This is an optimization exercise on Yosys and OpenROAD, whose aim is small area, a short achievable clock period and few clock cycles, not a production implementation. In this exercise RTL edits were held to simulation tests only and were not proved equivalent to the original.

## flow/design.v (module list and top-level ports; edited modules follow where they fit)
// module mdu_divide: 26 lines
// module mdu_bitlen: 10 lines
// module mdu_rsel: 11 lines
// module mdu_mul: 1859 lines
// module mdu_fa: 4 lines
// module mdu_ha: 4 lines
// module e_mdu_multicycle: 156 lines
module e_mdu_multicycle (
  input  logic        i_clk,
  input  logic        i_reset_n,
  input  logic [31:0] i_srcA,
  input  logic [31:0] i_srcB,
  input  logic [4:0]  i_mduOp,
  input  logic        i_start,
  input  logic        i_flush,
  output logic [31:0] or_hi,
  output logic [31:0] or_lo,
  output logic [31:0] or_result,
  output logic        or_busy,
  output logic        o_done
);
  // ...
==> flow/flow/run.sh <==
#!/bin/bash
set -e
cp standard.sh flow_standard_copy.txt
echo 'export BUFFER_PORTS_ARGS = -buffer_cell sky130_fd_sc_hd__buf_2' >> config.mk
export BUFFER_PORTS_ARGS="-buffer_cell sky130_fd_sc_hd__buf_2"
bash standard.sh > standard.log 2>&1
==> flow/standard.sh <==
#!/bin/bash
# synth_recipe.tcl (not shown) runs the flow's synth.tcl, then flattens the netlist and writes it again
# the make line also repeats each setting of config.mk as NAME=value (left out here)
make -C /OpenROAD-flow-scripts/flow DESIGN_CONFIG=/design/flow/config.mk WORK_HOME=/design/flow/orfs CLKGATE_MAP_FILE= SYNTH_SCRIPT=/design/flow/synth_recipe.tcl "${@:-finish}"
==> flow/config.mk <==
export PLATFORM = sky130hd
export DESIGN_NAME = e_mdu_multicycle
export DESIGN_NICKNAME = e_mdu_multicycle
export VERILOG_FILES = /design/flow/design.v
export SDC_FILE = /design/flow/constraint.sdc
export NUM_CORES = 4
export LEC_CHECK = 0
export CAP_MARGIN = 20
export CORE_MARGIN = 2
export CORE_UTILIZATION = 30
export SLEW_MARGIN = 20
export SYNTH_HIERARCHICAL = 1
export BUFFER_PORTS_ARGS = -buffer_cell sky130_fd_sc_hd__buf_2
==> flow/constraint.sdc <==
create_clock -name core_clock -period 110.0 [get_ports {i_clk}]
set_input_delay 22.0000 -clock core_clock [delete_from_list [all_inputs] [get_ports {i_clk}]]
set_output_delay 22.0000 -clock core_clock [all_outputs]
set_load 0.01 [all_outputs]
==> metrics.yaml, run 1 <==
finish:
  bufAreaShareNonClock_pct: 4.03
  final_common_cell: "xnor2_1"
  multi_input_cells: 4887
  fill_cells: 17000
detailed_routing:
  vias: 48200
  vias_per_cell: 6.15
  top_layer: "met5"
yosys:
  synth_top_area_cell: "fa_1"
  async_flop_share_pct: 39.9
  synthSimpleGateAreaFrac_pct: 12.9
  yosys_warnings: 9
  synth_compound_area_share_pct: 25.4
  synth.top_cell.area_share_pct: 22.6
run_status:
  status: "timing/DRC/antenna clean"
worst_setup_path:
  critPathArrivalTime_ps: 23490
  crit_path_top_delay_cell: "or3b_1"
  crit_start: "i_mduOp[4]"
  timing.reg2reg.setup_slack_ps: 85290
global_route:
  grt_pass1_vias: 47300
sta:
  fin_crit_ps: 45490
  maxSlewHeadroom_pct: 20.9
  whs_ps: 440
  finalSetupViolations: 0
  fin_skew_ps: 10.7
hold_path:
  hold_path_depth: 1
  min_path_type: "flip-flop to flip-flop"
  whs_endpoint: "cnt_q[0]$_DFF_P_"
floorplanning:
  fp.coreArea_um2: 161000
  io_pins: 171
  start_util_pct: 30.3
placed_design:
  hpwl_um: 167000
clock_tree:
  cts.hold.buffers_added: 0
Testbench counts, summed over its fixed seeds: cycles 6,156.
==> run 2: changes to the inputs <==
--- a/flow/design.v
+++ b/flow/design.v
@@ -1919,17 +1919,22 @@
   mdu_fa u_s1171 (.a(s917), .b(c1042), .c(s1043), .s(s1171), .co(c1172));
   mdu_fa u_s1173 (.a(s921), .b(c1044), .c(s1045), .s(s1173), .co(c1174));
   mdu_fa u_s1175 (.a(s925), .b(c1046), .c(s1047), .s(s1175), .co(c1176));
   mdu_fa u_s1177 (.a(s927), .b(c1048), .c(s1049), .s(s1177), .co(c1178));
   mdu_fa u_s1179 (.a(s929), .b(c1050), .c(s1051), .s(s1179), .co(c1180));
   mdu_fa u_s1181 (.a(c930), .b(c1052), .c(s1053), .s(s1181), .co(c1182));
   assign r0 = {c1180, c1178, c1176, c1174, c1172, c1170, c1168, c1166, c1164, c1162, c1160, c1158, c1156, c1154, c1152, c1150, c1148, c1146, c1144, c1142, c1140, c1138, c1136, c1134, c1132, c1130, c1128, c1126, c1124, c1122, c1120, c1118, c1116, c1114, c1112, c1110, c1108, c1106, c1104, c1102, c1100, c1098, c1096, c1094, c1092, c1090, c1088, c1086, c1084, c1082, c1080, c1078, c1076, c1074, c1072, c1070, c1068, c1066, c1064, c1062, c1060, c1058, c1056, acc[0]};
   assign r1 = {s1181, s1179, s1177, s1175, s1173, s1171, s1169, s1167, s1165, s1163, s1161, s1159, s1157, s1155, s1153, s1151, s1149, s1147, s1145, s1143, s1141, s1139, s1137, s1135, s1133, s1131, s1129, s1127, s1125, s1123, s1121, s1119, s1117, s1115, s1113, s1111, s1109, s1107, s1105, s1103, s1101, s1099, s1097, s1095, s1093, s1091, s1089, s1087, s1085, s1083, s1081, s1079, s1077, s1075, s1073, s1071, s1069, s1067, s1065, s1063, s1061, s1059, s1057, s1055};
-  assign y = r0 + r1;
+  logic [28:0] rc;
+  assign rc[0] = 1'b0;
+  for (genvar k = 0; k < 28; k++) begin : g_rip
+    mdu_fa u_fa (.a(r0[k]), .b(r1[k]), .c(rc[k]), .s(y[k]), .co(rc[k+1]));
+  end
+  assign y[63:28] = r0[63:28] + r1[63:28] + {35'd0, rc[28]};
 endmodule
 module mdu_fa (input logic a, input logic b, input logic c, output logic s, output logic co);
   assign s  = a ^ b ^ c;
   assign co = (a & b) | (a & c) | (b & c);
 endmodule
 module mdu_ha (input logic a, input logic b, output logic s, output logic co);
   assign s  = a ^ b;
   assign co = a & b;
==> metrics.yaml, run 2 <==
run_status:
  status: "timing/DRC/antenna clean"
global_route:
  grt_pass1_wl_um: 318000
  grt_max_degree: 75
  antenna_found_initial: 60
  grt_pass1_vias: 45900  # -2.9%
  grt.overflow.total: 0
  track_usage_pct: 26.7
detailed_routing:
  wl_per_cell_um: 30.0
  wirelength_um: 222000
  vias_per_cell: 6.31  # +2.6%
  dr.pass1.iters: 10
  vias: 46700  # -3.0%
  first_iter_violations: 6730
  drc: 0
  ant_nets: 0
finish:
  nets: 6191
  fin_util_pct: 32.4
  final_cell_mix: "734 x xnor2_1, 577 x fa_1, 518 x a22oi_1"
  final_common_cell: "xnor2_1"
  drive_gt1_share_pct: 9.90
  fin_area_um2: 50700
  fin_cells: 7408
  syn2layout_area_growth_pct: 7.31
yosys:
  synthCells: 5480
  syn_avg_cell_area_um2: 8.61
  synth.top_cell.area_share_pct: 24.5  # +1.9 points
  synth.area.top_cells: "fa_1 24%, xnor2_1 14%, a22oi_1 8.2%, ha_1 5.9%, dfrtp_1 3.6%"
  netlist_top_cells_count: "734 x xnor2_1, 577 x fa_1, 518 x a22oi_1"
  synth.distinct_cells: 105
  synth.most_common_cell: "xnor2_1"
  synth_seq_cells: 168
  synth_top_area_cell: "fa_1"
  synth_enable_flop_cells: 34
  yosys_warnings: 9  # unchanged
  ys_seq_area_share_pct: 8.56
  syn_area_um2: 47200
  synthFlopType: "dfxtp_1"
  async_flop_share_pct: 39.9  # unchanged
floorplanning:
  start_util_pct: 30.2  # -0.045 points
  core.rowCount: 145
  die_h_um: 401
  dieArea_um2: 161000
  io_pins: 171  # unchanged
  die_w_um: 401
  fp.coreArea_um2: 156000  # -2.8%
worst_setup_path:
  crit_fanout: 74
  critPathArrivalTime_ps: 23380  # -110 ps
  worstSetupPathType: "input port to output port"
  crit_required_ps: 88000
  cp-end-kind: "output port"
  worstSetupStartpointType: "input port"
sta:
  fin_crit_ps: 45380  # -109 ps
  finalSetupViolations: 0  # unchanged
  maxSlewHeadroom_pct: 24.8  # +3.9 points
  finalMaxSlewViolations: 0
  hold_violations: 0
  fin_skew_ps: 35.0  # +24.3 ps
  period_share_pct: 41.3
  rsz0062_at_grt: "no"
  worstMarginPinSlew_ps: 1130
  setup_tns_ps: 0
  max_clock_freq_ghz: 0.0220
clock_tree:
  numClockSinks: 168
  post_cts_buffers: 0
  insertion_delay_ps: 530
  cts.hold.buffers_added: 0  # unchanged
  cts_resized: 0
  clockBufferDepth: 2
  ctsRootBufferMaster: "clkbuf_16"
  cts_tree: "built"
  path_clk_slew_ps: 70
  cts_buffers: 17
  cts_max_level: 4
run:
  cap_violations: 0
placed_design:
  hpwl_um: 156000  # -6.4%
  dp.cells: 7355
  gp_congestion: 0.975
  place_area_um2: 50000
  numPortBuffers: 170
hold_path:
  min_path_type: "flip-flop to flip-flop"
run 2: area by class of cell:
cell class,count,area [um2]
fillers,16300,106000
repair buffers,308,1900
diodes,19,47.5
flip-flops and latches,168,4040
inverters,238,893
clock buffers,18,429
clock inverters,14,153
multi-input cells,4585,40600
well taps,2058,2570
run 2: Yosys stat by module, one instance, submodules excluded, excerpt:
module,area (um2),flip-flops and latches,cells inside,times used
mdu_mul,13300,0,1923,1
e_mdu_multicycle,12000,168,1536,1
mdu_bitlen,334,0,61,2
mdu_rsel,220,0,28,4
mdu_fa,20.0,0,1,571
mdu_ha,12.5,0,1,48
run 2: logic make-up (layout without fill, tap and decap cells):
logic type | Yosys count | count (layout) | synth area share [%]
AO/OA/AOI/OAI | 1677 | 1677 | 24.6
XOR/XNOR | 904 | 904 | 16.9
adder cells (fa/ha/maj) | 800 | 800 | 30.4
buffers and inverters | 742 | 578 | 6.46
flip-flops | 168 | 168 | 8.56
multiplexers | 55 | 55 | 1.28
other | 2 | 36 | 0.0159
AND/OR/NAND/NOR | 1132 | 1132 | 11.8
run 2: path summary, 6_finish.rpt:
kind                       slack, ps  depth (start not counted)                from                  to
min in group asynchronous      21290                          1           i_reset_n   lo_q[9]$_DFF_PN0_
max in group asynchronous      87410                          2           i_reset_n   dshow_q$_DFF_PN0_
max reg2reg                    79340                         95  dsr_q[1]$_DFFE_PN_  hi_q[21]$_DFF_PN0_
max                            64620                          4          i_mduOp[1]       or_result[25]
min                              450                          1    cnt_q[0]$_DFF_P_    cnt_q[0]$_DFF_P_
min reg2reg                      450                          1    cnt_q[0]$_DFF_P_    cnt_q[0]$_DFF_P_
run 2: metal layers:
| metal | routed length (um) | part of all wire, % | vias to the layer above | global-route usage [%] |
|---|---|---|---|---|
| met2 | 89800 | 40 | 3682 | 37.5 |
| met4 | 14800 | 6.7 | 50 | 14.8 |
| met5 | 356 | 0.16 | - | 0.297 |
| li1 | - | - | 19100 | - |
| met1 | 83600 | 38 | 22900 | 33.7 |
| met3 | 33700 | 15 | 970 | 11.9 |
run 2: critical path, cell delays in order:
cell and delay (ps):
buf_2 780, nand3b_1 220, a21oi_2 190, buf_2 170
run 2: through the flow:
step           hold WS [ps]  setup WS, ps
3_5_place_dp            436         64670
2_1_floorplan           411         65330
3_3_place_gp            426         64700
4_1_cts                 447         64660
5_1_grt                 472         64480
6_report                448         64620
Testbench counts of run 2, summed over its fixed seeds: cycles 6,156.
==> run 3: changes to the inputs <==
==> flow/flow/run.sh (replaced) <==
#!/bin/bash
set -e
cp standard.sh flow_standard_copy.txt
echo 'export BUFFER_PORTS_ARGS = -buffer_cell sky130_fd_sc_hd__buf_2' >> config.mk
echo 'export SETUP_SLACK_MARGIN = 65.8' >> config.mk
bash standard.sh > standard.log 2>&1
--- a/flow/config.mk
+++ b/flow/config.mk
@@ -13 +13,2 @@
 export BUFFER_PORTS_ARGS = -buffer_cell sky130_fd_sc_hd__buf_2
+export SETUP_SLACK_MARGIN = 65.8
==> metrics.yaml, run 3 <==
clock_tree:
  ctsRootBufferMaster: "clkbuf_16"
  cts_tree: "built"
  clockBufferDepth: 2  # unchanged
  path_clk_slew_ps: 70  # about the same
  numClockSinks: 168  # unchanged
  cts.hold.buffers_added: 0  # unchanged
  cts_buffers: 17  # unchanged
  insertion_delay_ps: 540  # about the same
  cts_max_level: 4  # unchanged
floorplanning:
  dieArea_um2: 161000  # unchanged
  io_pins: 171  # unchanged
  start_util_pct: 30.2  # unchanged
  die_h_um: 401  # unchanged
  die_w_um: 401  # unchanged
  core.rowCount: 145  # unchanged
  fp.coreArea_um2: 156000  # unchanged
sta:
  finalMaxSlewViolations: 0  # unchanged
  whs_ps: 447  # -1.88 ps
  finalSetupViolations: 0  # unchanged
  max_clock_freq_ghz: 0.0223  # +1.0%
  layout_setup_ws_ps: 65080  # +457 ps
  period_share_pct: 40.8  # -0.42 points
  maxSlewHeadroom_pct: 23.1  # -1.6 points
  worstMarginPinSlew_ps: 1140  # +16.5 ps
  fin_crit_ps: 44920  # -457 ps
  rsz0062_at_grt: "yes"
  fin_skew_ps: 41.2  # +6.17 ps
  hold_violations: 0  # unchanged
  setup_tns_ps: 0  # unchanged
run:
  cap_violations: 0  # unchanged
yosys:
  yosys_warnings: 9  # unchanged
  async_flop_share_pct: 39.9  # unchanged
  synth_top_area_cell: "fa_1"
  synth_enable_flop_cells: 34  # unchanged
  synth.distinct_cells: 105  # unchanged
  netlist_top_cells_count: "734 x xnor2_1, 577 x fa_1, 518 x a22oi_1"
  synth.most_common_cell: "xnor2_1"
  synth.area.top_cells: "fa_1 24%, xnor2_1 14%, a22oi_1 8.2%, ha_1 5.9%, dfrtp_1 3.6%"
  syn_avg_cell_area_um2: 8.61  # unchanged
  synth.top_cell.area_share_pct: 24.5  # unchanged
  syn_area_um2: 47200  # unchanged
  ys_seq_area_share_pct: 8.56  # unchanged
  synth_seq_cells: 168  # unchanged
  synthFlopType: "dfxtp_1"
  synthCells: 5480  # unchanged
worst_setup_path:
  worstSetupPathType: "input port to output port"
  cp_top_family: "simple AND/OR/NAND/NOR gates"
  slowest_delay_ps: 460  # -320 ps
  crit_required_ps: 88000  # about the same
  worstSetupStartpointType: "input port"
  crit_path_top_delay_cell: "or3b_4"
  worstPathCellList: "buf_16, or3b_4, a21oi_2, buf_2"
  critPathBufInv: 2  # unchanged
  crit_fanout: 8  # -89%
  cp-end-kind: "output port"
  critPathArrivalTime_ps: 22920  # -460 ps
detailed_routing:
  wirelength_um: 223000  # +0.10%
  ant_nets: 0  # unchanged
  vias: 46800  # +0.21%
  dr.pass1.iters: 7  # -3
  first_iter_violations: 6840  # +1.6%
  wl_per_cell_um: 30.0  # about the same
  drc: 0  # unchanged
  vias_per_cell: 6.31  # about the same
finish:
  drive_gt1_share_pct: 10.0  # +0.12 points
  syn2layout_area_growth_pct: 7.61
  seq_area_um2: 4040  # unchanged
  fill_cells: 16300  # -0.074%
  final_cell_mix: "734 x xnor2_1, 577 x fa_1, 518 x a22oi_1"
  multi_input_area_um2: 40600  # about the same
  final_common_cell: "xnor2_1"
  nets: 6195  # +0.065%
placed_design:
  pre_cts_slack_ps: 64670  # unchanged
  hpwl_um: 156000  # unchanged
  gp_congestion: 0.975  # unchanged
  numPortBuffers: 170  # unchanged
global_route:
  antenna_found_initial: 57  # -5.0%
  track_usage_pct: 26.7  # about the same
  grt_max_degree: 75  # unchanged
  grt-busiest-layer: "met2"
  grt_use_met3_pct: 11.9  # -0.048 points
  grt.overflow.total: 0  # unchanged
  grt_pass1_vias: 46000  # +0.074%
  use_met1_pct: 33.6  # -0.11 points
  grt_pass1_wl_um: 318000  # about the same
  met2_usage_pct: 37.8  # +0.26 points
hold_path:
  min_path_type: "flip-flop to flip-flop"
run_status:
  status: "timing/DRC/antenna clean"
run 3: cell counts after synthesis:
No cell type changed its count.
run 3: per-module statistics from Yosys, one instance, submodules excluded, a selection:
module            flops+latches  times used  cell area (um2)  cells inside
mdu_fa                        0         571             20.0             1
mdu_rsel                      0           4              220            28
mdu_mul                       0           1            13300          1923
mdu_bitlen                    0           2              334            61
e_mdu_multicycle            168           1            12000          1536
mdu_ha                        0          48             12.5             1
run 3: worst paths after layout:
| check | startpoint | endpoint | slack, ps | cells past startpoint |
|---|---|---|---|---|
| min | cnt_q[0]$_DFF_P_ | cnt_q[0]$_DFF_P_ | 450 | 1 |
| max | i_mduOp[4] | or_result[24] | 65080 | 4 |
| max reg2reg | dsr_q[1]$_DFFE_PN_ | hi_q[21]$_DFF_PN0_ | 79320 | 95 |
| min in group asynchronous | i_reset_n | lo_q[11]$_DFF_PN0_ | 21290 | 1 |
| min reg2reg | cnt_q[0]$_DFF_P_ | cnt_q[0]$_DFF_P_ | 450 | 1 |
| max in group asynchronous | i_reset_n | dshow_q$_DFF_PN0_ | 87430 | 2 |
run 3: logic make-up after synthesis:
logic type,count (synthesis),share of synthesized area [%]
DFF,168,8.56
other,2,0.0159
and+or+nand+nor,1132,11.8
xor gates and xnor gates,904,16.9
buffers and inverters,742,6.46
adders and majority gates,800,30.4
AOI/OAI and AO/OA,1677,24.6
muxes,55,1.28
run 3: worst register-to-register path, delay by kind of cell, from the launching register on:
| family | cells | cell delay (ps) |
|---|---|---|
| compound gates | 37 | 10400 |
| simple gates | 10 | 1600 |
| fa+ha+maj | 34 | 13440 |
| xor+xnor | 3 | 990 |
| flops | 1 | 500 |
| mux | 2 | 770 |
| buf+inv | 9 | 2880 |
run 3: final cells by class:
type	count	share of cell area [%]
multi-input cells	4585	80.0
flip-flops and latches	168	7.96
well taps	2058	5.07
repair buffers	312	3.97
inverters	238	1.76
clock buffers	18	0.845
clock inverters	14	0.301
diodes	25	0.123
run 3: stage by stage:
step	cell area [um2]	util (%)	std cells
6_report	50800	32.5	7418
5_1_grt	50700	32.5	7397
4_1_cts	50700	32.4	7390
3_5_place_dp	50000	32.0	7355
3_3_place_gp	50000	32.0	7355
2_1_floorplan	47300	-	5495
run 3: metal layers:
| layer | vias to the layer above | wire length [um] |
|---|---|---|
| li1 | 19100 | - |
| met1 | 23000 | 83900 |
| met2 | 3668 | 90100 |
| met3 | 991 | 33200 |
| met4 | 44 | 14900 |
| met5 | - | 377 |
run 3: timing repair:
| item | CTS | global route |
|---|---|---|
| setup buffers | 3 | 2 |
| gates cloned | 0 | 1 |
| setup endpoints to repair | 32 | 32 |
| pin swaps | 4 | 0 |
| resized for setup | 22 | 4 |
==> module mdu_rsel, before the edit <==
module mdu_rsel (
  input  logic [4:0] op,
  input  logic [7:0] hi,
  input  logic [7:0] lo,
  output logic [7:0] res
);
  logic sel_hi, sel_lo;
  assign sel_hi = (op == 5'd9);
  assign sel_lo = (op == 5'd10);
  assign res    = ({8{sel_hi}} & hi) | ({8{sel_lo}} & lo);
endmodule
==> module e_mdu_multicycle, before the edit <==
module e_mdu_multicycle (
  input  logic        i_clk,
  input  logic        i_reset_n,
  input  logic [31:0] i_srcA,
  input  logic [31:0] i_srcB,
  input  logic [4:0]  i_mduOp,
  input  logic        i_start,
  input  logic        i_flush,
  output logic [31:0] or_hi,
  output logic [31:0] or_lo,
  output logic [31:0] or_result,
  output logic        or_busy,
  output logic        o_done
);
  localparam int DIV_K  = 4;                         
  localparam int DIV_NC = (32 + DIV_K - 1) / DIV_K;   
  localparam int QW     = DIV_K * DIV_NC;            
  localparam int CntW   = $clog2(DIV_NC);
  logic              busy_q, done_q;
  logic [31:0]       hi_q, lo_q;
  logic [31:0]       rem_q, dsr_q;
  logic [QW-1:0]     quo_q;
  logic [CntW-1:0]   cnt_q;
  logic              negq_q, negr_q;
  logic              dshow_q;          
  logic [31:0]       hi_v, lo_v;       
  logic accept;
  logic op_mul, op_div, op_acc, op_sub, mul_sgn, div_sgn, op_mthi, op_mtlo;
  assign accept  = i_start && !i_flush && !busy_q;
  assign op_mul  = (i_mduOp == MDU_MULT) || (i_mduOp == MDU_MULTU) ||
                   (i_mduOp == MDU_MADD) || (i_mduOp == MDU_MADDU) ||
                   (i_mduOp == MDU_MSUB) || (i_mduOp == MDU_MSUBU);
  assign op_div  = (i_mduOp == MDU_DIV) || (i_mduOp == MDU_DIVU);
  assign op_acc  = (i_mduOp == MDU_MADD) || (i_mduOp == MDU_MADDU) ||
                   (i_mduOp == MDU_MSUB) || (i_mduOp == MDU_MSUBU);
  assign op_sub  = (i_mduOp == MDU_MSUB) || (i_mduOp == MDU_MSUBU);
  assign mul_sgn = (i_mduOp == MDU_MULT) || (i_mduOp == MDU_MADD) || (i_mduOp == MDU_MSUB);
  assign div_sgn = (i_mduOp == MDU_DIV);
  assign op_mthi = (i_mduOp == MDU_MTHI);
  assign op_mtlo = (i_mduOp == MDU_MTLO);
  logic [63:0] mul_y;
  mdu_mul u_mul (
    .a   (i_srcA),
    .b   (i_srcB),
    .a_x (mul_sgn & i_srcA[31]),
    .b_x (mul_sgn & i_srcB[31]),
    .sub (op_sub),
    .acc (op_acc ? {hi_v, lo_v} : 64'd0),
    .y   (mul_y)
  );
  logic              sa, sb, b_zero, q_zero;
  logic [31:0]       abs_a, abs_b;
  logic [5:0]        len_a, len_b;
  logic [5:0]        nq;
  logic [CntW:0]     ncyc;
  logic [CntW-1:0]   skip;
  logic [QW+31:0]    init;
  assign sa     = div_sgn & i_srcA[31];
  assign sb     = div_sgn & i_srcB[31];
  assign abs_a  = sa ? (32'd0 - i_srcA) : i_srcA;
  assign abs_b  = sb ? (32'd0 - i_srcB) : i_srcB;
  assign b_zero = (i_srcB == 32'd0);
  mdu_bitlen u_len_a (.x(abs_a), .len(len_a));
  mdu_bitlen u_len_b (.x(abs_b), .len(len_b));
  assign q_zero = (len_a < len_b);
  assign nq     = len_a - len_b;                        
  assign ncyc   = (CntW+1)'(nq / DIV_K) + 1'b1;        
  assign skip   = CntW'(DIV_NC - ncyc);                 
  assign init   = {(QW)'(0), abs_a} << (DIV_K * skip);
  logic [31:0]   rem_n, rem_fix, quo_fix;
  logic [QW-1:0] quo_n;
  mdu_divide #(.K(DIV_K), .QW(QW)) u_divide (
    .rem_i (rem_q),
    .quo_i (quo_q),
    .dsr   (dsr_q),
    .rem_o (rem_n),
    .quo_o (quo_n)
  );
  assign rem_fix = negr_q ? (32'd0 - rem_n) : rem_n;
  assign quo_fix = negq_q ? (32'd0 - quo_n[31:0]) : quo_n[31:0];
  assign hi_v = dshow_q ? rem_fix : hi_q;
  assign lo_v = dshow_q ? quo_fix : lo_q;
  logic last, div_quick;
  assign last      = (cnt_q == '0);
  assign div_quick = b_zero || q_zero;
  always_ff @(posedge i_clk or negedge i_reset_n) begin
    if (!i_reset_n) begin
      busy_q  <= 1'b0;
      done_q  <= 1'b0;
      dshow_q <= 1'b0;
      hi_q    <= '0;
      lo_q    <= '0;
    end else begin
      done_q  <= 1'b0;
      dshow_q <= 1'b0;
      hi_q    <= hi_v;
      lo_q    <= lo_v;
      if (busy_q) begin
        if (i_flush) begin
          busy_q <= 1'b0;
        end else if (last) begin
          busy_q  <= 1'b0;
          done_q  <= 1'b1;
          dshow_q <= 1'b1;
        end
      end else if (accept) begin
        if (op_mul) begin
          done_q <= 1'b1;
          hi_q   <= mul_y[63:32];
          lo_q   <= mul_y[31:0];
        end else if (op_div) begin
          if (div_quick) begin
            done_q <= 1'b1;
            hi_q   <= i_srcA;
            lo_q   <= b_zero ? 32'hFFFF_FFFF : 32'd0;
          end else if (ncyc == (CntW+1)'(1)) begin
            done_q  <= 1'b1;
            dshow_q <= 1'b1;
          end else begin
            busy_q <= 1'b1;
          end
        end else if (op_mthi) begin
          hi_q <= i_srcA;
        end else if (op_mtlo) begin
          lo_q <= i_srcA;
        end
      end
    end
  end
  always_ff @(posedge i_clk) begin
    if (busy_q) begin
      rem_q <= rem_n;
      quo_q <= quo_n;
      cnt_q <= cnt_q - 1'b1;
    end else begin
      rem_q  <= init[QW+31:QW];
      quo_q  <= init[QW-1:0];
      dsr_q  <= abs_b;
      cnt_q  <= CntW'(ncyc - 2'd2);
      negq_q <= sa ^ sb;
      negr_q <= sa;
    end
  end
  assign or_hi   = hi_v;
  assign or_lo   = lo_v;
  assign or_busy = busy_q;
  assign o_done  = done_q;
  for (genvar g = 0; g < 4; g++) begin : g_rsel
    mdu_rsel u_rsel (
      .op  (i_mduOp),
      .hi  (hi_v[8*g +: 8]),
      .lo  (lo_v[8*g +: 8]),
      .res (or_result[8*g +: 8])
    );
  end
endmodule
==> run 4: changes to the inputs <==
--- a/flow/design.v
+++ b/flow/design.v
@@ -60,5 +60,5 @@
   input  logic [4:0] op,
-  input  logic [7:0] hi,
-  input  logic [7:0] lo,
-  output logic [7:0] res
+  input  logic [3:0] hi,
+  input  logic [3:0] lo,
+  output logic [3:0] res
 );
@@ -67,3 +67,3 @@
   assign sel_lo = (op == 5'd10);
-  assign res    = ({8{sel_hi}} & hi) | ({8{sel_lo}} & lo);
+  assign res    = ({4{sel_hi}} & hi) | ({4{sel_lo}} & lo);
 endmodule
@@ -2089,8 +2089,8 @@
   assign o_done  = done_q;
-  for (genvar g = 0; g < 4; g++) begin : g_rsel
+  for (genvar g = 0; g < 8; g++) begin : g_rsel
     mdu_rsel u_rsel (
       .op  (i_mduOp),
-      .hi  (hi_v[8*g +: 8]),
-      .lo  (lo_v[8*g +: 8]),
-      .res (or_result[8*g +: 8])
+      .hi  (hi_v[4*g +: 4]),
+      .lo  (lo_v[4*g +: 4]),
+      .res (or_result[4*g +: 4])
     );
--- a/flow/config.mk
+++ b/flow/config.mk
@@ -9,3 +9,3 @@
 export CORE_MARGIN = 2
-export CORE_UTILIZATION = 30
+export CORE_UTILIZATION = 50
 export SLEW_MARGIN = 20
==> metrics.yaml, run 4 <==
yosys:
  synth.distinct_cells: 105  # unchanged
  synth.most_common_cell: "xnor2_1"
  synthFlopType: "dfxtp_1"
  netlist_top_cells_count: "734 x xnor2_1, 577 x fa_1, 518 x a22oi_1"
  synth.area.top_cells: "fa_1 24%, xnor2_1 14%, a22oi_1 8.2%, ha_1 5.9%, dfrtp_1 3.6%"
  synth_seq_cells: 168  # unchanged
  syn_avg_cell_area_um2: 8.62  # about the same
  synth.top_cell.area_share_pct: 24.5  # about the same
  yosys_warnings: 9  # unchanged
  ys_seq_area_share_pct: 8.56  # about the same
  async_flop_share_pct: 39.9  # unchanged
  synthCells: 5472  # -0.15%
  synth_enable_flop_cells: 34  # unchanged
  syn_area_um2: 47200  # about the same
  synth_top_area_cell: "fa_1"
clock_tree:
  numClockSinks: 168  # unchanged
  cts_tree: "built"
  insertion_delay_ps: 490  # -50 ps
  clockBufferDepth: 2  # unchanged
  path_clk_slew_ps: 80  # about the same
  ctsRootBufferMaster: "clkbuf_16"
  cts_buffers: 17  # unchanged
  cts_max_level: 4  # unchanged
sta:
  maxSlewHeadroom_pct: 11.1  # -12 points
  fin_crit_ps: 44990  # +68.3 ps
  whs_ps: 437  # -9.27 ps
  fin_skew_ps: 21.7  # -19.5 ps
  finalSetupViolations: 0  # unchanged
  hold_violations: 0  # unchanged
  finalMaxSlewViolations: 0  # unchanged
  worstMarginPinSlew_ps: 1330  # +188 ps
  layout_setup_ws_ps: 65010  # -68.3 ps
  max_clock_freq_ghz: 0.0222  # -0.15%
  period_share_pct: 40.9  # +0.062 points
  rsz0062_at_grt: "yes"
  setup_tns_ps: 0  # unchanged
worst_setup_path:
  reg2reg_depth: 99  # +4.2%
  critPathArrivalTime_ps: 22990  # +70 ps
  worstSetupPathType: "input port to output port"
  crit_required_ps: 88000  # about the same
  crit_fanout: 5  # -3
  cp-end-kind: "output port"
  worstSetupStartpointType: "input port"
finish:
  drive_gt1_share_pct: 10.3  # +0.25 points
  nets: 6210  # +0.24%
  seq_area_um2: 4040  # unchanged
  fin_util_pct: 53.4  # +21 points
  final_common_cell: "xnor2_1"
  fill_cells: 8927  # -45%
  final_cell_mix: "734 x xnor2_1, 577 x fa_1, 518 x a22oi_1"
  multi_input_area_um2: 40700  # +0.11%
  syn2layout_area_growth_pct: 5.73
detailed_routing:
  ant_nets: 0  # unchanged
  first_iter_violations: 6032  # -12%
  wirelength_um: 214000  # -3.7%
  vias_per_cell: 6.96  # +10%
  drc: 0  # unchanged
  wl_per_cell_um: 32.4  # +8.1%
  dr.pass1.iters: 7  # unchanged
  vias: 46000  # -1.8%
global_route:
  track_usage_pct: 43.2  # +16 points
  grt_pass1_wl_um: 310000  # -2.5%
  antenna_found_initial: 10  # -82%
  grt.overflow.total: 0  # unchanged
  grt_max_degree: 75  # unchanged
  grt_pass1_vias: 44900  # -2.3%
placed_design:
  gp_congestion: 1.04  # +6.9%
  pre_cts_slack_ps: 64470  # -200 ps
  numPortBuffers: 170  # unchanged
  hpwl_um: 152000  # -2.5%
floorplanning:
  io_pins: 171  # unchanged
  start_util_pct: 50.5  # +20 points
  core.rowCount: 112  # -23%
  die_h_um: 311  # -22%
  die_w_um: 311  # -22%
  fp.coreArea_um2: 93500  # -40%
  dieArea_um2: 96800  # -40%
run_status:
  status: "timing/DRC/antenna clean"
hold_path:
  min_path_type: "flip-flop to flip-flop"
  hold_path_depth: 1  # unchanged
run:
  cap_violations: 0  # unchanged
run 4: changes by cell type in the layout (fill, tap and decap cells not counted), moves of 3 or more:
| cell | change |
|---|---|
| diode_2 | -21 |
| o21ai_2 | +6 |
| a21oi_2 | -3 |
| buf_4 | +8 |
| or3b_4 | +4 |
| buf_6 | +4 |
| clkbuf_8 | +3 |
| o21ai_4 | -6 |
run 4: modules after synthesis (local to each module, per instance), excerpt:
module,flip-flops and latches,cells inside,cell area (um2)
e_mdu_multicycle,168,1536,12000
mdu_bitlen,0,61,334
mdu_fa,0,1,20.0
mdu_ha,0,1,12.5
mdu_mul,0,1923,13300
mdu_rsel,0,13,106
run 4: path summary, 6_finish.rpt:
| check | from | endpoint | slack [ps] |
|---|---|---|---|
| setup / recovery | i_mduOp[2] | or_result[31] | 65010 |
| hold / removal | cnt_q[0]$_DFF_P_ | cnt_q[0]$_DFF_P_ | 440 |
| setup reg to reg | dsr_q[1]$_DFFE_PN_ | hi_q[18]$_DFF_PN0_ | 78300 |
| hold reg to reg | cnt_q[0]$_DFF_P_ | cnt_q[0]$_DFF_P_ | 440 |
| max in group asynchronous | i_reset_n | dshow_q$_DFF_PN0_ | 87620 |
| min in group asynchronous | i_reset_n | lo_q[9]$_DFF_PN0_ | 21660 |
run 4: worst max-delay path, cell delays in order:
cell and delay, ps:
buf_12 110, or3b_4 450, a21oi_4 260, buf_6 160
run 4: through the flow:
step	instances	instance area, um2
after floorplan	5487	47200
after global placement	6558	49000
after detailed placement	6559	49000
after CTS	6602	49800
after global routing	6604	49900
final	6608	49900
run 4: cell families (layout without fill, tap and decap cells):
logic type / Yosys count / after routing / synth area share, %
xor gates and xnor gates: 904 / 904 / 16.9
adders and majority gates: 800 / 800 / 30.4
DFF: 168 / 168 / 8.56
other: 2 / 21 / 0.0159
buffers and inverters: 730 / 593 / 6.29
AOI/OAI and AO/OA: 1677 / 1677 / 24.6
muxes: 55 / 55 / 1.28
and+or+nand+nor: 1136 / 1136 / 11.9
run 4: cell type report:
type	count	share of cell area (%)
well taps	1254	3.15
multi-input cells	4589	81.5
clock buffers	21	0.943
clock inverters	11	0.203
flip-flops and latches	168	8.11
diodes	4	0.0201
inverters	238	1.79
repair buffers	323	4.25
run 4: per-layer routing:
layer,vias up,GRT usage [%],routed length (um)
li1,19200,-,-
met3,796,13.6,27100
met4,8,27.4,16200
met2,3499,64.2,91100
met5,-,0,59
met1,22500,54.3,79700
run 4: repair_timing:
action                                  in CTS  in global routing
hold endpoints to repair                     0                  0
endpoints found under the setup margin      32                 32
gates resized for setup                     26                  1
gates cloned                                 1                  0
pin swaps                                    1                  0
setup buffers                               10                  0
hold buffers                                 0                  0
Testbench counts of run 4, summed over its fixed seeds: cycles 6,156.
==> run 5: changes to the inputs <==
--- a/flow/config.mk
+++ b/flow/config.mk
@@ -7,6 +7,6 @@
 export LEC_CHECK = 0
-export CAP_MARGIN = 20
+export CAP_MARGIN = 10
 export CORE_MARGIN = 2
 export CORE_UTILIZATION = 50
-export SLEW_MARGIN = 20
+export SLEW_MARGIN = 10
 export SYNTH_HIERARCHICAL = 1
==> metrics.yaml, run 5 <==
run_status:
  status: "timing/DRC/antenna clean"
floorplanning:
  io_pins: 171  # unchanged
  fp.coreArea_um2: 93500  # unchanged
  dieArea_um2: 96800  # unchanged
  start_util_pct: 50.5  # unchanged
  die_w_um: 311  # unchanged
  core.rowCount: 112  # unchanged
  die_h_um: 311  # unchanged
worst_setup_path:
  crit_start: "i_mduOp[2]"
  r2r-end: "hi_q[18]$_DFF_PN0_"
  reg2reg_depth: 99  # unchanged
  worstSetupPathType: "input port to output port"
  reg2reg_from: "dsr_q[1]$_DFFE_PN_"
  critPathBufInv: 2  # unchanged
  worstSetupStartpointType: "input port"
  crit_required_ps: 88000  # about the same
  slowest_delay_ps: 450  # about the same
  critPathArrivalTime_ps: 22990  # about the same
  crit_path_top_delay_cell: "or3b_4"
  crit_end: "or_result[29]"
  crit_cells: 4  # unchanged
  timing.reg2reg.setup_slack_ps: 78280  # -20 ps
  cp_top_family: "simple AND/OR/NAND/NOR gates"
  worstPathCellList: "buf_12, or3b_4, a21oi_4, buf_6"
  crit_fanout: 5  # unchanged
  cp-end-kind: "output port"
yosys:
  synth.area.mux_share_pct: 1.28  # unchanged
  synth_fa_ha_area_share_pct: 30.4  # unchanged
  synth_seq_cells: 168  # unchanged
  synth_top_family_by_area: "adder cells"
  synth_compound_area_share_pct: 24.6  # unchanged
  synth.top_cell.area_share_pct: 24.5  # unchanged
  synth-xor-area-share_pct: 16.9  # unchanged
  async_flop_share_pct: 39.9  # unchanged
  synth_top_area_cell: "fa_1"
  synth.area.top_cells: "fa_1 24%, xnor2_1 14%, a22oi_1 8.2%, ha_1 5.9%, dfrtp_1 3.6%"
  syn_area_um2: 47200  # unchanged
  synthCells: 5472  # unchanged
  synthSimpleGateAreaFrac_pct: 11.9  # unchanged
  synth.distinct_cells: 105  # unchanged
  synthFlopType: "dfxtp_1"
  synth.most_common_cell: "xnor2_1"
  netlist_top_cells_count: "734 x xnor2_1, 577 x fa_1, 518 x a22oi_1"
  synth_enable_flop_cells: 34  # unchanged
  ys_seq_area_share_pct: 8.56  # unchanged
  yosys_warnings: 9  # unchanged
  syn_avg_cell_area_um2: 8.62  # unchanged
global_route:
  antenna_found_initial: 4  # -6
  grt_pass1_vias: 45100  # +0.40%
  grt_pass1_wl_um: 310000  # about the same
  track_usage_pct: 43.2  # about the same
  grt_max_degree: 75  # unchanged
  grt.overflow.total: 0  # unchanged
clock_tree:
  cts_tree: "built"
  cts.hold.buffers_added: 0  # unchanged
  path_clk_slew_ps: 80  # about the same
  cts_buffers: 17  # unchanged
  numClockSinks: 168  # unchanged
  insertion_delay_ps: 490  # about the same
  ctsRootBufferMaster: "clkbuf_16"
  clockBufferDepth: 2  # unchanged
  cts_max_level: 4  # unchanged
finish:
  fin_area_um2: 49800  # about the same
  multi_input_area_um2: 40700  # about the same
  fill_cells: 8943  # +0.18%
  fin_util_pct: 53.3  # about the same
  nets: 6205  # -0.081%
  fin_cells: 6604  # -0.061%
  final_cell_mix: "734 x xnor2_1, 577 x fa_1, 518 x a22oi_1"
  syn2layout_area_growth_pct: 5.62  # about the same
  seq_area_um2: 4040  # unchanged
  final_common_cell: "xnor2_1"
  drive_gt1_share_pct: 10.2  # -0.065 points
detailed_routing:
  wirelength_um: 215000  # +0.21%
  drc: 0  # unchanged
  wl_per_cell_um: 32.5  # +0.27%
  ant_nets: 0  # unchanged
  vias_per_cell: 6.98  # +0.22%
  dr.pass1.iters: 8  # +1
  vias: 46100  # +0.16%
  first_iter_violations: 6176  # +2.4%
sta:
  finalMaxSlewViolations: 0  # unchanged
  hold_violations: 0  # unchanged
  fin_crit_ps: 44990  # -2.70 ps
  worstMarginPinSlew_ps: 1340  # +4.86 ps
  period_share_pct: 40.9  # about the same
  finalSetupViolations: 0  # unchanged
  setup_tns_ps: 0  # unchanged
  maxSlewHeadroom_pct: 10.1  # -1.1 points
  max_clock_freq_ghz: 0.0222  # about the same
  fin_skew_ps: 28.5  # +6.79 ps
  rsz0062_at_grt: "yes"
hold_path:
  min_path_type: "flip-flop to flip-flop"
placed_design:
  hpwl_um: 152000  # about the same
  dp.cells: 6558  # -0.015%
  gp_congestion: 1.04  # unchanged
  numPortBuffers: 170  # unchanged
  place_area_um2: 49000  # about the same
run:
  cap_violations: 0  # unchanged
## run 5: worst min-delay path by stage
stage | startpoint | endpoint | slack, ps | cells after the start
after floorplan | cnt_q[0]$_DFF_P_ | cnt_q[0]$_DFF_P_ | 410 | 1
after global placement | cnt_q[0]$_DFF_P_ | cnt_q[0]$_DFF_P_ | 420 | 1
after detailed placement | cnt_q[0]$_DFF_P_ | cnt_q[0]$_DFF_P_ | 430 | 1
after CTS | cnt_q[0]$_DFF_P_ | cnt_q[0]$_DFF_P_ | 440 | 1
after global routing | cnt_q[0]$_DFF_P_ | cnt_q[0]$_DFF_P_ | 460 | 1
final | cnt_q[0]$_DFF_P_ | cnt_q[0]$_DFF_P_ | 440 | 1
## run 5: cells by family (layout without fill, tap and decap cells)
logic type | count (synthesis) | count (layout)
flops | 168 | 168
compound gates | 1677 | 1677
fa+ha+maj | 800 | 800
xor+xnor | 904 | 904
buf+inv | 730 | 588
simple gates | 1136 | 1136
mux | 55 | 55
other cells | 2 | 22
## run 5: layout make-up
type	count	area share, %
clock buffer	19	0.889
tap	1254	3.15
multi-input combinational	4589	81.6
inverter	238	1.79
clock inverter	13	0.239
sequential	168	8.12
antenna	5	0.0251
timing repair buffer	318	4.18
## run 5: repair_timing
| action | CTS | global route |
|---|---|---|
| endpoints found under the setup margin | 32 | 32 |
| setup buffers | 7 | 1 |
| gates cloned | 1 | 0 |
| pin swaps | 2 | 1 |
| resized for setup | 25 | 2 |
## run 5: metrics by stage
stage	hold slack, ps	worst slack [ps]
floorplan	411	65430
global placement	423	64510
detailed placement	427	64480
CTS	439	65050
global route	463	65010
finish	437	65010
## run 5: layer usage
metal / vias to the layer above / share of wire (%) / global-route usage, %
li1: 19100 / - / -
met3: 837 / 13 / 14.2
met4: 0 / 7.8 / 28.4
met2: 3387 / 42 / 64.1
met5: - / 0 / 0
met1: 22700 / 37 / 53.6
## run 5: modules after synthesis (local to each module, per instance), a selection
module	area, um2	copies in the design
mdu_mul	13300	1
mdu_bitlen	334	2
mdu_rsel	106	8
mdu_fa	20.0	571
mdu_ha	12.5	48
e_mdu_multicycle	12000	1
## run 5: worst reg2reg max path: cells and delay by family (launching register included)
kind	cells	cell delay, ps
xor+xnor	2	890
simple gates	11	1680
fa+ha+maj	35	13860
buf+inv	13	3440
flops	1	490
mux	2	780
compound gates	36	10530
==> run 6: changes to the inputs <==
--- a/flow/flow/run.sh
+++ b/flow/flow/run.sh
@@ -5,2 +5,3 @@
 echo 'export SETUP_SLACK_MARGIN = 65.8' >> config.mk
+echo "export PRE_GLOBAL_PLACE_TCL = $(pwd)/flow/pre_gpl.tcl" >> config.mk
 bash standard.sh > standard.log 2>&1
==> flow/flow/pre_gpl.tcl (new file) <==
# Global placement runs without timing-driven buffering here, so take out synthesis's
# buffers first, as the timing-driven mode would; repair_design re-buffers what needs it.
remove_buffers
--- a/flow/config.mk
+++ b/flow/config.mk
@@ -7,6 +7,7 @@
 export LEC_CHECK = 0
-export CAP_MARGIN = 10
+export CAP_MARGIN = 20
 export CORE_MARGIN = 2
 export CORE_UTILIZATION = 50
-export SLEW_MARGIN = 10
+export GPL_TIMING_DRIVEN = 0
+export SLEW_MARGIN = 20
 export SYNTH_HIERARCHICAL = 1
@@ -14 +15,2 @@
 export SETUP_SLACK_MARGIN = 65.8
+export PRE_GLOBAL_PLACE_TCL = /design/flow/flow/pre_gpl.tcl
==> metrics.yaml, run 6 <==
finish:
  syn2layout_area_growth_pct: 7.80
  final_common_cell: "xnor2_1"
  drive_gt1_share_pct: 9.22  # -1.0 points
  multi_input_area_um2: 40800  # +0.45%
  final_cell_mix: "732 x xnor2_1, 577 x fa_1, 518 x a22oi_1"
  nets: 6134  # -1.1%
  fin_area_um2: 50900  # +2.1%
  fill_cells: 8639  # -3.4%
  fin_util_pct: 54.4  # +1.1 points
  seq_area_um2: 4050  # about the same
yosys:
  ys_seq_area_share_pct: 8.56  # unchanged
  async_flop_share_pct: 39.9  # unchanged
  synth_top_area_cell: "fa_1"
  synth.top_cell.area_share_pct: 24.5  # unchanged
  syn_area_um2: 47200  # unchanged
  netlist_top_cells_count: "734 x xnor2_1, 577 x fa_1, 518 x a22oi_1"
  synth.distinct_cells: 105  # unchanged
  synth_seq_cells: 168  # unchanged
  synth_enable_flop_cells: 34  # unchanged
  synthCells: 5472  # unchanged
  synthFlopType: "dfxtp_1"
  yosys_warnings: 9  # unchanged
  synth.most_common_cell: "xnor2_1"
  syn_avg_cell_area_um2: 8.62  # unchanged
  synth.area.top_cells: "fa_1 24%, xnor2_1 14%, a22oi_1 8.2%, ha_1 5.9%, dfrtp_1 3.6%"
sta:
  finalMaxSlewViolations: 0  # unchanged
  rsz0062_at_grt: "yes"
  finalSetupViolations: 0  # unchanged
  layout_setup_ws_ps: 64980  # -38.3 ps
  fin_crit_ps: 45020  # +38.3 ps
  max_clock_freq_ghz: 0.0222  # about the same
  setup_tns_ps: 0  # unchanged
  fin_skew_ps: 21.4  # -7.14 ps
  worstMarginPinSlew_ps: 1290  # -49.6 ps
  maxSlewHeadroom_pct: 13.4  # +3.3 points
  period_share_pct: 40.9  # about the same
  hold_violations: 0  # unchanged
floorplanning:
  die_w_um: 311  # unchanged
  core.rowCount: 112  # unchanged
  dieArea_um2: 96800  # unchanged
  start_util_pct: 50.5  # unchanged
  io_pins: 171  # unchanged
  die_h_um: 311  # unchanged
  fp.coreArea_um2: 93500  # unchanged
run:
  cap_violations: 0  # unchanged
detailed_routing:
  dr.pass1.iters: 7  # -1
  wirelength_um: 201000  # -6.3%
  vias: 45000  # -2.3%
  vias_per_cell: 6.89  # -1.2%
  first_iter_violations: 5694  # -7.8%
  ant_nets: 0  # unchanged
  drc: 0  # unchanged
  wl_per_cell_um: 30.8  # -5.2%
worst_setup_path:
  worstSetupPathType: "input port to output port"
  crit_required_ps: 88000  # about the same
  worstPathCellList: "buf_12, or3b_4, a21oi_4, buf_6"
  cp_top_family: "simple AND/OR/NAND/NOR gates"
  crit_fanout: 4  # -1
  cp-end-kind: "output port"
  slowest_delay_ps: 460  # about the same
  critPathArrivalTime_ps: 23020  # +30 ps
  worstSetupStartpointType: "input port"
  critPathBufInv: 2  # unchanged
  crit_path_top_delay_cell: "or3b_4"
clock_tree:
  cts_buffers: 17  # unchanged
  cts.hold.buffers_added: 0  # unchanged
  insertion_delay_ps: 470  # -20 ps
  ctsRootBufferMaster: "clkbuf_16"
  cts_tree: "built"
  numClockSinks: 168  # unchanged
  path_clk_slew_ps: 90  # about the same
  cts_max_level: 4  # unchanged
  clockBufferDepth: 2  # unchanged
placed_design:
  pre_cts_slack_ps: 64450  # -23.8 ps
  gp_congestion: 1.01  # -3.0%
  hpwl_um: 145000  # -4.8%
  numPortBuffers: 170  # unchanged
  place_area_um2: 50000  # +2.0%
global_route:
  grt_pass1_wl_um: 297000  # -4.4%
  track_usage_pct: 40.6  # -2.6 points
  grt.overflow.total: 0  # unchanged
  grt_max_degree: 80  # +6.7%
  antenna_found_initial: 2  # -2
  grt_pass1_vias: 44800  # -0.73%
run_status:
  status: "timing/DRC/antenna clean"
hold_path:
  min_path_type: "flip-flop to flip-flop"
-- run 6: per-stage QoR --
step / hold WS, ps / std cells
3_5_place_dp: 426 / 6488
5_1_grt: 491 / 6528
3_3_place_gp: 426 / 6419
2_1_floorplan: 411 / 5487
6_report: 439 / 6529
4_1_cts: 442 / 6526
-- run 6: path summary, 6_finish.rpt --
path	start	end	slack [ps]	cells past startpoint
setup / recovery	i_mduOp[2]	or_result[31]	64980	4
hold / removal	cnt_q[0]$_DFF_P_	cnt_q[0]$_DFF_P_	440	1
setup reg to reg	dsr_q[1]$_DFFE_PN_	hi_q[18]$_DFF_PN0_	77490	95
hold reg to reg	cnt_q[0]$_DFF_P_	cnt_q[0]$_DFF_P_	440	1
max in group asynchronous	i_reset_n	hi_q[26]$_DFF_PN0_	88010	2
min in group asynchronous	i_reset_n	busy_q$_DFF_PN0_	21400	1
-- run 6: cell type report --
| class | instances | share of cell area (%) |
|---|---|---|
| antenna | 1 | 0.00492 |
| clock buffer | 17 | 0.837 |
| multi-input combinational | 4589 | 80.3 |
| tap | 1254 | 3.09 |
| clock inverter | 15 | 0.352 |
| timing repair buffer | 247 | 5.61 |
| inverter | 238 | 1.84 |
| sequential | 168 | 7.96 |
-- run 6: repair_timing --
item                       CTS  global route
pin swaps                    1             0
gates resized for setup     24             5
cloned                       1             0
setup endpoints to repair   32            34
buffers inserted             5             1
-- run 6: logic make-up (layout without fill, tap and decap cells) --
logic type                 count (synthesis)  after routing  share of synthesized area (%)
other                                      2             18                         0.0159
and+or+nand+nor                         1136           1136                           11.9
adders and majority gates                800            800                           30.4
xor gates and xnor gates                 904            904                           16.9
DFF                                      168            168                           8.56
AOI/OAI and AO/OA                       1677           1677                           24.6
muxes                                     55             55                           1.28
buffers and inverters                    730            517                           6.29
-- run 6: modules after synthesis, one instance, submodules excluded, a selection --
module / flip-flops and latches / cells inside / copies in the design / area, um2
mdu_rsel: 0 / 13 / 8 / 106
mdu_bitlen: 0 / 61 / 2 / 334
mdu_fa: 0 / 1 / 571 / 20.0
mdu_ha: 0 / 1 / 48 / 12.5
mdu_mul: 0 / 1923 / 1 / 13300
e_mdu_multicycle: 168 / 1536 / 1 / 12000
-- run 6: routing by layer --
layer  GRT usage (%)  vias up  wire, um
met5            1.88        -       241
met3            9.92      709     22500
met4            22.7        6     13200
li1                -    19000         -
met1            52.3    22400     77100
met2            62.4     2966     88100

## re-timing with driven ports
The flow's constraints put no driver on any port. The routed layouts listed below were extracted and timed again, unchanged, in two steps.
Step 1, drivers: a clkbuf_16 drives i_clk and a buf_2 each remaining input, both assumed.
Step 2 adds t to the input delays and takes it off the output delays; t is the mean of the earliest and latest rising clock arrival at the registers after step 1. Input paths then give back, and output paths get back, about the clock's delay inside the block.
Slacks: ideal / step 1 / step 2; pairs: ideal / step 1.
| run | t, ns | setup WS [ns] | worst setup path at the end | worst data-port slew with drivers (ns) |
|---|---|---|---|---|
| run 1 | 0.570 | 64.514 / 64.495 / 64.495 | input to output | 0.16 |
| run 2 | 0.599 | 64.623 / 64.489 / 64.489 | input to output | 0.23 |
| run 3 | 0.599 | 65.080 / 64.813 / 64.813 | input to output | 0.30 |
| run 4 | 0.550 | 65.012 / 64.905 / 64.905 | input to output | 0.12 |
| run 5 | 0.541 | 65.014 / 64.903 / 64.903 | input to output | 0.13 |
| run 6 | 0.525 | 64.976 / 64.811 / 64.811 | input to output | 0.18 |
After both steps setup and hold are still met in every run listed. For run 3, which loses most, drivers alone change the setup slack by -0.267 ns; drivers and shift together by -0.267 ns.
